This is an optimization exercise on Yosys and OpenROAD, whose aim is small area, a short achievable clock period and few clock cycles per item, not a production implementation. In this exercise RTL edits were held to simulation tests only and were not proved equivalent to the original. Power is estimated from default activity; no workload was simulated.

// buffer_pool_ratio_fit_cache_top
module buffer_pool_ratio_fit_cache_top (
  input  logic               clk,
  input  logic               rst,
  input  logic               s_tvalid,
  output logic               s_tready,
  input  logic [87:0]        s_tdata,    
  output logic               m_tvalid,
  input  logic               m_tready,
  output logic [135:0]       m_tdata,    
  input  logic               cfg_we,
  input  logic               cfg_index,
  input  logic [RATIO_W-1:0] cfg_data
);
export LEC_CHECK = 0
export CAP_MARGIN = 35
export CORE_MARGIN = 2
export CORE_UTILIZATION = 40
export PLACE_DENSITY = 0.5
export SLEW_MARGIN = 35
create_clock -name core_clock -period 13.0 [get_ports {clk}]
standard.sh (not shown) runs the stock make flow with config.mk's settings and CLKGATE_MAP_FILE= SYNTH_SCRIPT=/design/flow/synth_recipe.tcl, a recipe that flattens the netlist after the stock synthesis.
==> flow/flow/run.sh <==
#!/bin/bash
set -euo pipefail
bash standard.sh SETUP_SLACK_MARGIN=7.5 finish > make.log 2>&1
The first run went through all stages and came out clean.
Testbench counts at the start, summed over its fixed seeds: cycles 12,521, items 12,000.
Next try:
--- a/flow/design.v
+++ b/flow/design.v
@@ -222,43 +222,61 @@
   assign cmp_go    = a_valid && !busy;
   assign alloc_go  = cmp_go && (act == ACT_ALLOC) && !used_full;
   assign rel_go    = cmp_go && (act == ACT_RELEASE);
   assign evict_ok  = (f_cnt_e != '0) && (f_cnt_e >= CNT_W'(drop_threshold));
   logic [N-1:0] f_live, u_live;
   assign f_live = f_valid & ~((w_valid && w_fclr) ? w_fsel : '0);
   assign u_live = u_valid & ~((w_valid && w_uclr) ? w_ufirst : '0);
   logic [N-1:0] u_match, u_first, u_sel, dup_first;
-  logic         found, multi, dup;
+  logic         found, found_o, found_n, multi, dup;
   logic [SIZE_W-1:0] u_rd_size;
   always_comb begin
+    found_n = rel_go && w_valid && w_uwen && (w_act == ACT_BIND) && (w_rhandle == rhandle);
     for (int i = 0; i < N; i++)
       u_match[i] = rel_go && u_live[i] && (u_handle[i] == rhandle);
     for (int i = 0; i < N; i++) begin
       u_first[i] = u_match[i];
       for (int j = 0; j < N; j++)
         if (j != i && u_match[j] && u_older[j][i]) u_first[i] = 1'b0;
     end
-    found = |u_match;
-    multi = |(u_match & ~u_first);
-    u_sel = dup ? dup_first : u_match;
+    found_o = |u_match;
+    found   = found_o || found_n;
+    multi   = |(u_match & ~u_first);
+    u_sel   = found_o ? (dup ? dup_first : u_match) : (found_n ? u_slot : '0);
     u_rd_size = '0;
     for (int i = 0; i < N; i++)
-      if (u_sel[i]) u_rd_size = u_rd_size | u_size[i];
+      if (u_sel[i] && found_o) u_rd_size = u_rd_size | u_size[i];
+    if (found_n && !found_o) u_rd_size = w_rsize;
   end
   logic [N-1:0] r_gt, r_eq, s_gt, s_eq;
   for (genvar i = 0; i < N; i++) begin : g_cmp
     bpc_cmp u_r (.a(f_size[i]),   .b(rsize), .gt(r_gt[i]), .eq(r_eq[i]));   
     bpc_cmp u_s (.a(f_scaled[i]), .b(rsize), .gt(s_gt[i]), .eq(s_eq[i]));   
   end
   logic n_gt, n_eq;
   bpc_cmp u_n (.a(w_usize), .b(rsize), .gt(n_gt), .eq(n_eq));
   logic [N-1:0] ge, fit, f_first, ev_min, ev_max, f_sel;
-  logic hit, hit_o, fit_n, known_n, min_n, max_n, ev_less, ev_more, all_less, all_more, ge_n;
-  logic stall_f, stall_u, stall;
+  logic hit, hit_o, fit_n, min_n, max_n, ev_less, ev_more, all_less, all_more, ge_n;
+  logic stall_u, stall;
+  logic [N-1:0] h8;
+  logic [41:0] q_t, q_0, q_1, q_2, q_s1, q_c1, q_s2, q_c2, q_d;
+  logic        sc_le_n;
+  assign q_t  = {2'b0, rsize, 8'hFF};
+  assign q_0  = ~{2'b0, w_m0};
+  assign q_1  = ~{2'b0, w_m1};
+  assign q_2  = ~{2'b0, w_m2};
+  assign q_s1 = q_t ^ q_0 ^ q_1;
+  assign q_c1 = {((q_t[40:0] & q_0[40:0]) | (q_t[40:0] & q_1[40:0]) | (q_0[40:0] & q_1[40:0])),
+                 1'b1};
+  assign q_s2 = q_s1 ^ q_c1 ^ q_2;
+  assign q_c2 = {((q_s1[40:0] & q_c1[40:0]) | (q_s1[40:0] & q_2[40:0]) |
+                  (q_c1[40:0] & q_2[40:0])), 1'b1};
+  assign q_d  = q_s2 + q_c2 + 42'd1;    
+  assign sc_le_n = !q_d[41];
   always_comb begin
     for (int i = 0; i < N; i++) begin
       ge[i]  = r_gt[i] || r_eq[i];
       fit[i] = alloc_go && f_live[i] && ge[i] && !s_gt[i];
     end
     for (int i = 0; i < N; i++) begin
       f_first[i] = fit[i];
       for (int j = 0; j < N; j++)
@@ -270,37 +288,37 @@
       for (int j = 0; j < N; j++) begin
         if (j != i && f_live[j]) begin
           if (!(f_gt[j][i] || (!f_gt[i][j] && f_older[i][j]))) ev_min[i] = 1'b0;
           if (!(f_gt[i][j] || (!f_gt[j][i] && f_older[i][j]))) ev_max[i] = 1'b0;
         end
       end
     end
     ge_n     = n_gt || n_eq;
-    known_n  = (ratio == '0) || ratio[8];
-    fit_n    = alloc_go && w_app && ((ratio == '0) ? ge_n : (ratio[8] && n_eq));
+    fit_n    = alloc_go && w_app && (ratio[8] ? n_eq : (ge_n && sc_le_n));
     hit_o    = |fit;
     hit      = hit_o || fit_n;
     min_n    = w_app && &(~f_live | g_gt);
     max_n    = w_app && &(~f_live | (~g_gt & ~g_eq));
     for (int i = 0; i < N; i++) begin
       if (w_app && g_gt[i]) ev_min[i] = 1'b0;
       if (w_app && !g_gt[i] && !g_eq[i]) ev_max[i] = 1'b0;
     end
     all_less = ~|(f_live & ge) && !(w_app && ge_n);
     all_more = &(~f_live | r_gt) && !(w_app && !n_gt);
     ev_less  = alloc_go && evict_ok && all_less;
     ev_more  = alloc_go && evict_ok && all_more && !hit;
     for (int i = 0; i < N; i++)
       f_sel[i] = f_first[i] || (!hit_o && fit_n && f_slot[i]) ||
                  (ev_less && (min_n ? f_slot[i] : ev_min[i])) ||
                  (ev_more && (max_n ? f_slot[i] : ev_max[i]));
-    stall_f = alloc_go && !hit_o && w_app && ge_n && !known_n;
-    stall_u = rel_go && !found && w_valid && w_uwen && (u_whandle == rhandle);
-    stall   = stall_f || stall_u || (multi && !dup);
+    for (int i = 0; i < N; i++) h8[i] = (f_handle[i][7:0] == rhandle[7:0]);
+    stall_u = rel_go && !found_o && w_valid && w_uwen && (w_act == ACT_ALLOC) &&
+              |(w_fsel & h8);
+    stall   = stall_u || (multi && !dup);
   end
   logic [SIZE_W-1:0] m_in;
   logic [39:0]       m_x0, m_x1, m_x2;
   assign m_in = busy ? f_rd_size : u_rd_size;
   bpc_scale_csa u_scale_csa (.a(m_in), .r(ratio[7:0]), .x0(m_x0), .x1(m_x1), .x2(m_x2));
   logic e_go;
   assign e_go = cmp_go && (!w_valid || w_go) && !stall;    
   logic [2:0] r_status;
Result: The new run ran to the end with no violations. Design area climbs by about 0.5%. Register-to-register slack gains 0.04 ns. Clock skew is lower by 0.026 ns. Core utilization is higher by 0.65 points. Die area goes down by 0.90%. Wire length came out lower by about 5.6%. Setup slack is better by 0.043 ns. Power is lower by about 1.3%.
Testbench counts after the change, summed over its fixed seeds: cycles 12,175, items 12,000.

[re-timing with driven ports]
The flow's constraints put no driver on any port. The routed layouts listed below were extracted and timed again, unchanged, in two steps. Step 1: set_driving_cell puts a clkbuf_16 on clk and a buf_2 on each other input, an assumption about the parent block. Step 2 adds t to the input delays and takes it off the output delays; t is the mean of the earliest and latest rising clock arrival at the registers after step 1. Input paths then give back, and output paths get back, about the clock's delay inside the block. Three values: ideal ports, drivers, drivers and shift; two values: the first two.
run	t (ns)	setup WS [ns]	worst setup path at the end	latest minus earliest clock arrival (ns)	pins driven straight from the clock port
the first run	1.191	7.229 / 7.229 / 6.310	input to register	0.147 / 0.146	1
the second run	1.186	7.272 / 7.272 / 6.410	input to register	0.120 / 0.120	1
After both steps every run listed still meets setup and hold. The setup slack of the first run, which loses most, moves by 0.000 ns with the drivers and by -0.919 ns with both steps.
